This design comes from an exercise in tuning for small area, a short achievable clock period and few clock cycles on the open sky130 flow, not from production work.
Where RTL was checked, it was by simulation tests only, not by an equivalence proof against the original.
No activity file was given, so power comes from the tool's default toggle rates.

## stepper_halfstep_controller_unit
module stepper_halfstep_controller_unit (
   input  logic        clock,
   input  logic        reset,
   input  logic        req_valid,
   output logic        req_ready,
   input  logic [2:0]  req_command,
   input  logic        req_motor,
   input  logic [31:0] req_step_count,
   input  logic [1:0]  req_switches_0,
   input  logic [1:0]  req_switches_1,
   output logic        rsp_valid,
   input  logic        rsp_ready,
   output logic [3:0]  rsp_coils_0,
   output logic [3:0]  rsp_coils_1,
   output logic [1:0]  rsp_status,
   output logic [31:0] rsp_position,
   output logic [31:0] rsp_steps_remaining,
   output logic [2:0]  rsp_motor_mode,
   output logic [1:0]  rsp_direction,
   output logic [15:0] rsp_current_period,
   input  logic        csr_we,
   input  logic [1:0]  csr_index,
   input  logic [15:0] csr_wdata
);
   localparam logic [1:0] REG_TARGET_0 = 2'd0;
   localparam logic [1:0] REG_TARGET_1 = 2'd1;
   localparam logic [1:0] REG_START    = 2'd2;
  ...
export LEC_CHECK = 0
export CAP_MARGIN = 20
export CORE_MARGIN = 2
export CORE_UTILIZATION = 40
export SLEW_MARGIN = 20
create_clock -name core_clock -period 11.5 [get_ports {clock}]
standard.sh (not shown) runs the stock make flow with config.mk's settings and CLKGATE_MAP_FILE= SYNTH_SCRIPT=/design/flow/synth_recipe.tcl, a recipe that flattens the netlist after the stock synthesis.
==> flow/flow/run.sh <==
#!/bin/bash
# The standard layout, with a tighter setup-repair target than the
# clock period (the SDC is unchanged) and plain buffers on the ports.
export SETUP_SLACK_MARGIN=7.6
export BUFFER_PORTS_ARGS="-buffer_cell sky130_fd_sc_hd__buf_2"
bash standard.sh > standard_run.log 2>&1
Testbench counts at the start, summed over its fixed seeds: cycles 24,016.
Rerun with:
==> flow/flow/run.sh (replaced) <==
#!/bin/bash
# The standard layout, with a tighter setup-repair target than the
# clock period (the SDC is unchanged) and plain buffers on the ports.
export SETUP_SLACK_MARGIN=7.4
export BUFFER_PORTS_ARGS="-buffer_cell sky130_fd_sc_hd__buf_2"
bash standard.sh > standard_run.log 2>&1
The new run produced a clean layout.
Wire length drops by 0.41%.
Clock skew is about the same.
Utilization goes down by 0.99 points.
Area after synthesis does not change.
Non-clock buffer count falls by 22.
First-iteration DRC count climbs by 7.6%.
Worst hold slack got worse by 0.011 ns.
Maximum frequency barely changes.
Combinational power decreases by 3.9%.

* * *

Another version of the RTL of stepper_halfstep_controller_unit (not shown whole).
For scale: about 3,500 cells after synthesis, ~460 flip-flops, ~160 I/O pins, roughly 0.030 mm² of cells after synthesis.
==> flow/config.mk <==
export PLATFORM = sky130hd
export DESIGN_NAME = stepper_halfstep_controller_unit
export DESIGN_NICKNAME = stepper_halfstep_controller_unit
export VERILOG_FILES = /design/flow/design.v
export SDC_FILE = /design/flow/constraint.sdc
export NUM_CORES = 4
export LEC_CHECK = 0
export CAP_MARGIN = 20
export CORE_MARGIN = 2
export CORE_UTILIZATION = 40
export CTS_BUF_LIST = sky130_fd_sc_hd__clkbuf_8
export SLEW_MARGIN = 20
==> flow/constraint.sdc <==
create_clock -name core_clock -period 11.5 [get_ports {clock}]
set_input_delay 2.3000 -clock core_clock [delete_from_list [all_inputs] [get_ports {clock}]]
set_output_delay 2.3000 -clock core_clock [all_outputs]
set_load 0.01 [all_outputs]
==> flow/flow/run.sh <==
#!/bin/bash
# The standard layout, with a tighter setup-repair target than the
# clock period (the SDC is unchanged) and plain buffers on the ports.
export SETUP_SLACK_MARGIN=7.4
export BUFFER_PORTS_ARGS="-buffer_cell sky130_fd_sc_hd__buf_2"
bash standard.sh > standard_run.log 2>&1
The starting point finished with timing, DRC and antenna clean.
==> next run, changes <==
--- a/flow/config.mk
+++ b/flow/config.mk
@@ -9,4 +9,3 @@
 export CORE_MARGIN = 2
 export CORE_UTILIZATION = 40
-export CTS_BUF_LIST = sky130_fd_sc_hd__clkbuf_8
 export SLEW_MARGIN = 20
Outcome: Sequential share of layout area increases by 0.14 points. Synthesized area does not change. Routed wire length goes down slightly.
No run of this note included a check of the RTL's function; only the layout flow was run.

* * *

Another version of the RTL of stepper_halfstep_controller_unit (not shown whole).
For scale: about 3,600 cells after synthesis, roughly 470 flip-flops, about 160 I/O pins, roughly 0.030 mm^2 of cells after synthesis.
==> flow/config.mk <==
export PLATFORM = sky130hd
export DESIGN_NAME = stepper_halfstep_controller_unit
export DESIGN_NICKNAME = stepper_halfstep_controller_unit
export VERILOG_FILES = /design/flow/design.v
export SDC_FILE = /design/flow/constraint.sdc
export NUM_CORES = 4
export LEC_CHECK = 0
export CAP_MARGIN = 20
export CORE_MARGIN = 2
export CORE_UTILIZATION = 40
export CTS_CLUSTER_DIAMETER = 130
export CTS_CLUSTER_SIZE = 26
export SLEW_MARGIN = 20
==> flow/constraint.sdc <==
create_clock -name core_clock -period 11.5 [get_ports {clock}]
set_input_delay 2.3000 -clock core_clock [delete_from_list [all_inputs] [get_ports {clock}]]
set_output_delay 2.3000 -clock core_clock [all_outputs]
set_load 0.01 [all_outputs]
Scripts as last shown in full above: flow/flow/run.sh
Testbench counts at the start, summed over its fixed seeds: cycles 24,016.
Next try:
--- a/flow/flow/run.sh
+++ b/flow/flow/run.sh
@@ -4 +4 @@
-export SETUP_SLACK_MARGIN=7.4
+export SETUP_SLACK_MARGIN=7.8
--- a/flow/config.mk
+++ b/flow/config.mk
@@ -11,2 +10,0 @@
-export CTS_CLUSTER_DIAMETER = 130
-export CTS_CLUSTER_SIZE = 26
The new run passed the timing, design-rule and antenna checks.
Global-route usage goes up by 0.95 points.
Clock-buffer cell count rose by 42.
Clock power went up by 98%.
Next try:
--- a/flow/flow/run.sh
+++ b/flow/flow/run.sh
@@ -4,2 +4,2 @@
-export SETUP_SLACK_MARGIN=7.8
-export BUFFER_PORTS_ARGS="-buffer_cell sky130_fd_sc_hd__buf_2"
+export SETUP_SLACK_MARGIN=7.4
+export BUFFER_PORTS_ARGS="-buffer_cell sky130_fd_sc_hd__buf_1"
--- a/flow/config.mk
+++ b/flow/config.mk
@@ -10,0 +11,2 @@
+export CTS_CLUSTER_DIAMETER = 130
+export CTS_CLUSTER_SIZE = 26
The new run produced a clean layout.
Setup slack improves by 53 ps.
Design area is lower by 7.7%.
Clock power drops by 50%.
Total power went down by 23%.
Wire length decreases by 5.6%.
Worst hold slack gains 12 ps.
Utilization decreases by 3.6 points.
Die area is unchanged.
Clock-buffer cell count fell by 40.
Cell count falls by 2.5%.
Maximum frequency came out higher by 1.3%.
Next try:
--- a/flow/config.mk
+++ b/flow/config.mk
@@ -11,2 +11,2 @@
-export CTS_CLUSTER_DIAMETER = 130
-export CTS_CLUSTER_SIZE = 26
+export CTS_CLUSTER_DIAMETER = 120
+export CTS_CLUSTER_SIZE = 24
The changed run went through all stages and came out clean. Utilization stays flat. Combinational power stays flat. Area after synthesis stays the same. Sequential power is about the same. Wire length is about the same. Die area does not change. Cell area hardly moves. Register-to-register slack is worse by 40 ps. Setup slack improved by 6.1 ps.

separate check: timing with driven ports:
No port has a modelled driver above. Below, the same layouts with a new extraction and two added sets of constraints.
Step 1 assumes that a clkbuf_16 drives the clock port and a buf_2 every other input.
Step 2 also shifts input and output timing later by t, the mid clock arrival at the registers, as if the neighbouring blocks saw the same clock.
a / b / c = no drivers / after step 1 / after step 2; a / b = the first two.
run	shift t [ns]	slack for setup (ns)	worst setup path at the end	cell pins on the clock port's net
the first run of note 1	0.693	7.396 / 7.328 / 7.062	input to register	1
the second run of note 1	0.696	7.401 / 7.334 / 6.838	input to register	1
the first run of note 2	0.760	7.145 / 7.095 / 6.730	input to register	1
the second run of note 2	0.694	7.267 / 7.200 / 6.740	input to register	1
the first run of note 3	0.659	7.364 / 7.303 / 6.939	input to register	1
the second run of note 3	0.680	7.381 / 7.320 / 7.187	input to register	1
the third run of note 3	0.636	7.434 / 7.376 / 6.916	input to register	1
the fourth run of note 3	0.649	7.440 / 7.394 / 6.942	input to register	1
After both steps every run listed still meets setup and hold. The setup slack of the second run of note 1, which loses most, moves by -0.067 ns with the drivers and by -0.563 ns with both steps.
